This is an optimization exercise on Yosys and OpenROAD, whose aim is small area and a short achievable clock period, not a production implementation.
In this exercise RTL edits were held to simulation tests only and were not proved equivalent to the original.

File: config.mk
export PLATFORM = sky130hd
export DESIGN_NAME = rand_range_mapper
export DESIGN_NICKNAME = rand_range_mapper
export VERILOG_FILES = /design/flow/design.v
export SDC_FILE = /design/flow/constraint.sdc
export NUM_CORES = 4
export LEC_CHECK = 0
export CAP_MARGIN = 20
export CORE_MARGIN = 2
export CORE_UTILIZATION = 40
export SLEW_MARGIN = 20
File: run.sh
#!/bin/bash
# synth_recipe.tcl (not shown) runs the flow's synth.tcl, then flattens the netlist and writes it again
# the make line also repeats each setting of config.mk as NAME=value (left out here)
make -C /OpenROAD-flow-scripts/flow DESIGN_CONFIG=/design/flow/config.mk WORK_HOME=/design/flow/orfs CLKGATE_MAP_FILE= SYNTH_SCRIPT=/design/flow/synth_recipe.tcl finish
File: design.v
module rand_range_mapper #(
   parameter int unsigned FIFO_DEPTH  = 16,
   parameter int unsigned ADDR_SIZE   = 4,
   parameter int unsigned RANGE_WIDTH = 16
) (
   input  logic                   clk,
   input  logic                   reset_n,
   input  logic [31:0]            rand_in,
   input  logic                   rand_in_valid,
   input  logic [RANGE_WIDTH-1:0] range_in,
   input  logic                   range_load,
   output logic                   busy,
   output logic [RANGE_WIDTH-1:0] out_data,
   output logic                   out_valid,
   input  logic                   out_ready,
   output logic [ADDR_SIZE:0]     fifo_level,
   output logic [15:0]            drop_count,
   output logic [15:0]            reject_count
);
   localparam int unsigned ProdW = 32 + RANGE_WIDTH;
   typedef enum logic {StRun, StCalc} state_e;
   state_e                 state_q;
   logic                   busy_q;
   logic [RANGE_WIDTH-1:0] range_q;
   logic [RANGE_WIDTH-1:0] thresh_q;
   logic [RANGE_WIDTH-1:0] rem_q;
   logic [31:0]            dividend_q;
   logic [4:0]             iter_q;
   logic [RANGE_WIDTH-1:0] out_data_q;
   logic                   out_valid_q;
   logic [31:0]            fifo_mem [FIFO_DEPTH];
   logic [ADDR_SIZE:0]     wr_ptr_q;
   logic [ADDR_SIZE:0]     rd_ptr_q;
   logic [ADDR_SIZE:0]     level;
   logic                   full;
   logic                   empty;
   logic                   push;
   logic                   pop;
   logic [31:0]            head;
   logic [ProdW-1:0]       prod;
   logic [RANGE_WIDTH-1:0] result;
   logic                   accept;
   logic [RANGE_WIDTH:0]   rem_shift;
   logic [RANGE_WIDTH:0]   rem_diff;
   logic [RANGE_WIDTH-1:0] rem_next;
   always_comb begin
      level  = wr_ptr_q - rd_ptr_q;
      full   = (level == (ADDR_SIZE+1)'(FIFO_DEPTH));
      empty  = (level == '0);
      head   = fifo_mem[rd_ptr_q[ADDR_SIZE-1:0]];
      pop    = (state_q == StRun) && !range_load && !empty && (!out_valid_q || out_ready);
      push   = rand_in_valid && (!full || pop);
      prod   = ProdW'(head) * ProdW'(range_q);
      if (range_q == '0) begin
         result = head[RANGE_WIDTH-1:0];
         accept = 1'b1;
      end else begin
         result = prod[ProdW-1:32];
         accept = (prod[31:0] >= 32'(thresh_q));
      end
   end
   always_comb begin
      rem_shift = {rem_q, dividend_q[31]};
      rem_diff  = rem_shift - {1'b0, range_q};
      if (rem_shift >= {1'b0, range_q}) begin
         rem_next = rem_diff[RANGE_WIDTH-1:0];
      end else begin
         rem_next = rem_shift[RANGE_WIDTH-1:0];
      end
   end
   always_ff @(posedge clk) begin
      if (push) begin
         fifo_mem[wr_ptr_q[ADDR_SIZE-1:0]] <= rand_in;
      end
   end
   always_ff @(posedge clk or negedge reset_n) begin
      if (!reset_n) begin
         wr_ptr_q <= '0;
         rd_ptr_q <= '0;
      end else begin
         if (push) wr_ptr_q <= wr_ptr_q + 1'b1;
         if (pop)  rd_ptr_q <= rd_ptr_q + 1'b1;
      end
   end
   always_ff @(posedge clk or negedge reset_n) begin
      if (!reset_n) begin
         state_q     <= StRun;
         busy_q      <= 1'b0;
         range_q     <= '0;
         thresh_q    <= '0;
         rem_q       <= '0;
         dividend_q  <= '0;
         iter_q      <= '0;
         out_data_q  <= '0;
         out_valid_q <= 1'b0;
      end else begin
         unique case (state_q)
            StRun: begin
               if (range_load) begin
                  state_q     <= StCalc;
                  busy_q      <= 1'b1;
                  range_q     <= range_in;
                  dividend_q  <= 32'd0 - 32'(range_in);
                  rem_q       <= '0;
                  iter_q      <= '0;
                  out_valid_q <= 1'b0;
               end else if (pop && accept) begin
                  out_data_q  <= result;
                  out_valid_q <= 1'b1;
               end else if (out_ready) begin
                  out_valid_q <= 1'b0;
               end
            end
            StCalc: begin
               if (range_load) begin
                  range_q    <= range_in;
                  dividend_q <= 32'd0 - 32'(range_in);
                  rem_q      <= '0;
                  iter_q     <= '0;
               end else begin
                  rem_q      <= rem_next;
                  dividend_q <= {dividend_q[30:0], 1'b0};
                  iter_q     <= iter_q + 5'd1;
                  if (iter_q == 5'd31) begin
                     state_q  <= StRun;
                     busy_q   <= 1'b0;
                     thresh_q <= (range_q <= RANGE_WIDTH'(1)) ? '0 : rem_next;
                  end
               end
            end
            default: state_q <= StRun;
         endcase
      end
   end
   logic [15:0] drop_q;
   logic [15:0] reject_q;
   always_ff @(posedge clk or negedge reset_n) begin
      if (!reset_n) begin
         drop_q   <= '0;
         reject_q <= '0;
      end else begin
         if (rand_in_valid && !push && (drop_q != 16'hFFFF)) drop_q <= drop_q + 16'd1;
         if (pop && !accept && (reject_q != 16'hFFFF)) reject_q <= reject_q + 16'd1;
      end
   end
   assign drop_count   = drop_q;
   assign reject_count = reject_q;
   assign busy       = busy_q;
   assign out_data   = out_data_q;
   assign out_valid  = out_valid_q;
   assign fifo_level = level;
endmodule
File: constraint.sdc
create_clock -name core_clock -period 10.0 [get_ports {clk}]
set_input_delay 2.0000 -clock core_clock [delete_from_list [all_inputs] [get_ports {clk}]]
set_output_delay 2.0000 -clock core_clock [all_outputs]
set_load 0.01 [all_outputs]
==> qor.log <==
qor: hold_path.min_path_type reg2reg
qor: worst_setup_path.setup.worst_path.class reg2reg
qor: timing.fmax 0.1057 GHz
qor: logic_synthesis.synth_compound_gate_area_share 4.700%
qor: finish.layout.nets 4236
qor: detailed_routing.avg_wl_per_cell 21.68 microns
qor: logic_synthesis.synthArstFlopShare 22.19%
qor: clock_tree.tritoncts.num_buffers 71
qor: die.floorplan.initialDensity 40.18%
qor: detailed_routing.firstDrtPassIters 5
qor: detailed_routing.drc 0
qor: die.row_count 121
qor: clock_tree.clockRootBuffer sky130_fd_sc_hd__clkbuf_16
qor: die.core_region_area 108400 sq um
qor: clock_tree.clkSlewWorstSetupHoldPaths 0.06 ns
qor: logic_synthesis.synth_simple_gate_area_share 10.21%
qor: detailed_routing.initialDrtViolationCount 2013
qor: logic_synthesis.post_synthesis_cell_area 43550 sq um
qor: place.numPortBuffers 107
qor: logic_synthesis.post_synth_xor_xnor_area 1.910%
qor: finish.final_cell_mix sky130_fd_sc_hd__edfxtp_1, sky130_fd_sc_hd__inv_1, sky130_fd_sc_hd__nand2_1, sky130_fd_sc_hd__fa_1, sky130_fd_sc_hd__and2_1
qor: finish.syn2layout_area_growth 12.30%
qor: grt.grt_overflow_total 0
qor: logic_synthesis.ys_warn_count 1
qor: finish.nFillCells 9831
qor: worst_setup_path.crit_slowest_cell sky130_fd_sc_hd__mux4_2
qor: worst_setup_path.timing.critical_path.mode_cell sky130_fd_sc_hd__fa_1
qor: timing.finalHoldViolations 0
qor: logic_synthesis.synth_top_family_by_area adder cells
qor: clock_tree.clock_latency 0.65 ns
qor: timing.post-route-min-period 9.459 ns
qor: detailed_routing.routed_wl 109800 microns
qor: die.fp.dieW 334.0 microns
qor: grt.first_global_vias 28360
qor: worst_setup_path.timing.critical_path.to_type flop
qor: timing.timing.slew.headroom 24.50%
qor: logic_synthesis.yosysSeqAreaShare 43.69%
qor: timing.final.setup.worst_slack 0.5405 ns
qor: logic_synthesis.post_synth_num_cell_types 78
qor: grt.antenna_found_initial 6
qor: worst_setup_path.worst_setup_path_start_kind flop
qor: flow_run.cap_viol_max_count 0
qor: clock_tree.clock_sinks 658
qor: finish.drive_above_1_share 11.04%
qor: grt.global_route_wire_length_before_repair 171700 microns
qor: detailed_routing.num_vias 26900
qor: worst_setup_path.critical_path_max_stage_delay 0.64 ns
qor: worst_setup_path.crit_path_required_time 10.52 ns
qor: timing.worst_pin_slew 1.132 ns
qor: grt.pin_count_of_the_biggest_net_entering_global_routing 91
qor: logic_synthesis.ys_seq_elements 658
qor: clock_tree.clock_path_buffers 3
qor: logic_synthesis.synth_fa_ha_area_share 24.07%
qor: logic_synthesis.syn-instance-count 3496
qor: timing.setup_repair_after_global_routing_missed_its_margin no
qor: clock_tree.tritoncts_clock_tree built
qor: detailed_routing.detail_route.vias_per_cell 5.310
qor: worst_setup_path.timing.critical_path.arrival 9.98 ns
qor: logic_synthesis.synth_nets 4135
qor: logic_synthesis.synth-edff-count 512
qor: timing.fin_hold_ws 0.4847 ns
qor: worst_setup_path.highest_net_fanout_along_the_worst_path 32
qor: status.run_status timing/DRC/antenna clean
qor: finish.layout_commonest_cell sky130_fd_sc_hd__edfxtp_1
qor: logic_synthesis.ys_dominant_reg_cell sky130_fd_sc_hd__edfxtp_1
qor: place.detailedPlace.worstSlack 0.3579 ns
qor: die.dieArea 111500 sq um
qor: timing.finalClockSkew 0.02419 ns
qor: grt.gr-usage-all-layers 20.13%
qor: die.die_height 334.0 microns
qor: logic_synthesis.muxShareOfSynthArea 9.417%
qor: place.hpwlAfterDp 76490 microns
qor: detailed_routing.detail-route-antenna-nets 0
qor: timing.period_share 94.59%
qor: die.floorplan.io_pins 108
qor: logic_synthesis.postSynthAreaPerCell 12.46 sq um
qor: timing.report.final.slew_viol_count 0
qor: timing.timing.final.setup_violations 0
qor: timing.fin_setup_tns 0 ns
qor: place.place_congestion 0.8657
qor: clock_tree.htreeDepth 3
-- area by class of cell --
type                       instances  area (sq um)  area share [%]
inverter                         509          1911           3.906
sequential                       658         19040           38.93
antenna                            2         5.005         0.01023
tap                             1414          1769           3.617
clock buffer                      98          1908           3.901
multi-input combinational       2153         22050           45.09
timing repair buffer             204          1896           3.876
clock inverter                    27         329.1          0.6728
-- synthesized netlist by cell type, types with 43 or more instances --
| library cell | number | area [sq um] |
|---|---|---|
| sky130_fd_sc_hd__a21oi_1 | 71 | 355.3 |
| sky130_fd_sc_hd__and2_1 | 177 | 1107 |
| sky130_fd_sc_hd__clkbuf_1 | 137 | 514.2 |
| sky130_fd_sc_hd__dfrtp_1 | 146 | 3654 |
| sky130_fd_sc_hd__edfxtp_1 | 512 | 15370 |
| sky130_fd_sc_hd__fa_1 | 420 | 8408 |
| sky130_fd_sc_hd__ha_1 | 166 | 2077 |
| sky130_fd_sc_hd__inv_1 | 508 | 1907 |
| sky130_fd_sc_hd__mux2i_1 | 43 | 430.4 |
| sky130_fd_sc_hd__mux4_2 | 160 | 3603 |
| sky130_fd_sc_hd__nand2_1 | 477 | 1790 |
| sky130_fd_sc_hd__nor2_1 | 109 | 409.1 |
| sky130_fd_sc_hd__o21ai_0 | 99 | 495.5 |
| sky130_fd_sc_hd__xnor2_1 | 67 | 586.8 |
-- worst max-delay path, delay by kind of cell, from the launching register on --
family,cells,cell delay [ns]
adders and majority gates,7,3.41
buffers and inverters,7,1.22
AOI/OAI and AO/OA,2,0.29
DFF,1,0.59
muxes,4,1.60
and+or+nand+nor,7,2.15
-- per-stage QoR --
step | cells | cell area [sq um] | utilization, %
detailed placement | 4930 | 46590 | 42.98
global placement | 4930 | 46570 | 42.96
floorplan | 3496 | 43550 | -
global route | 5063 | 48900 | 45.12
finish | 5065 | 48910 | 45.12
CTS | 5055 | 48830 | 45.04
-- sequential cells by signal, indices dropped and copies added (netlist names) --
register     flops
range_q         16
fifo_mem       512
out_data_q      16
thresh_q        16
reject_q        16
rem_q           16
iter_q           5
wr_ptr_q         5
busy_q           1
state_q          1
rd_ptr_q         5
out_valid_q      1
dividend_q      32
drop_q          16
-- cells by family (layout without fill, tap and decap cells) --
group | count (synthesis) | count (layout)
AOI/OAI and AO/OA | 320 | 320
xor gates and xnor gates | 95 | 95
adders and majority gates | 586 | 586
buffers and inverters | 685 | 838
DFF | 658 | 658
muxes | 209 | 209
other | 0 | 2
and+or+nand+nor | 943 | 943
-- what timing repair did --
item	CTS	global route
endpoints found under the setup margin	0	11
hold buffers	0	0
gates resized for setup	0	0
buffers inserted	0	8
-- worst paths after layout --
kind / startpoint / endpoint / slack [ns] / depth (start not counted)
worst max-delay path: rd_ptr_q[1] / out_data_q[0] / 0.54 / 27
worst min-delay path: thresh_q[5] / thresh_q[5] / 0.48 / 2
worst max register to register: rd_ptr_q[1] / out_data_q[0] / 0.54 / 27
worst min register to register: thresh_q[5] / thresh_q[5] / 0.48 / 2
max in group asynchronous: reset_n / rd_ptr_q[1] / 7.23 / 2
min in group asynchronous: reset_n / iter_q[0] / 1.41 / 1
-- layer usage --
layer / GRT usage, % / wire [microns] / vias to the layer above
met1: 27.28 / 47220 / 14010
met3: 2.818 / 5868 / 170
met5: 0 / 26 / -
li1: - / - / 11990
met4: 5.233 / 2500 / 4
met2: 34.11 / 54220 / 725

[port drivers added, routing unchanged]
No port has a modelled driver above. Below, the same layout with a new extraction and two added sets of constraints. Step 1 assumes that a clkbuf_16 drives the clock port and a buf_2 every other input. Step 2, shift: input delay + t, output delay - t, t = (earliest + latest rising clock arrival at the registers) / 2. This alone moves slack from input paths to output paths. Three values: no drivers, after step 1, after step 2; two values: the first two.
shift t [ns]: 0.704
setup WS [ns]: 0.541 / 0.541 / 0.541
worst data-port slew with drivers (ns): 0.12
After both steps this run still meets setup and hold. For this run, drivers alone change the setup slack by 0.000 ns; drivers and shift together by 0.000 ns.
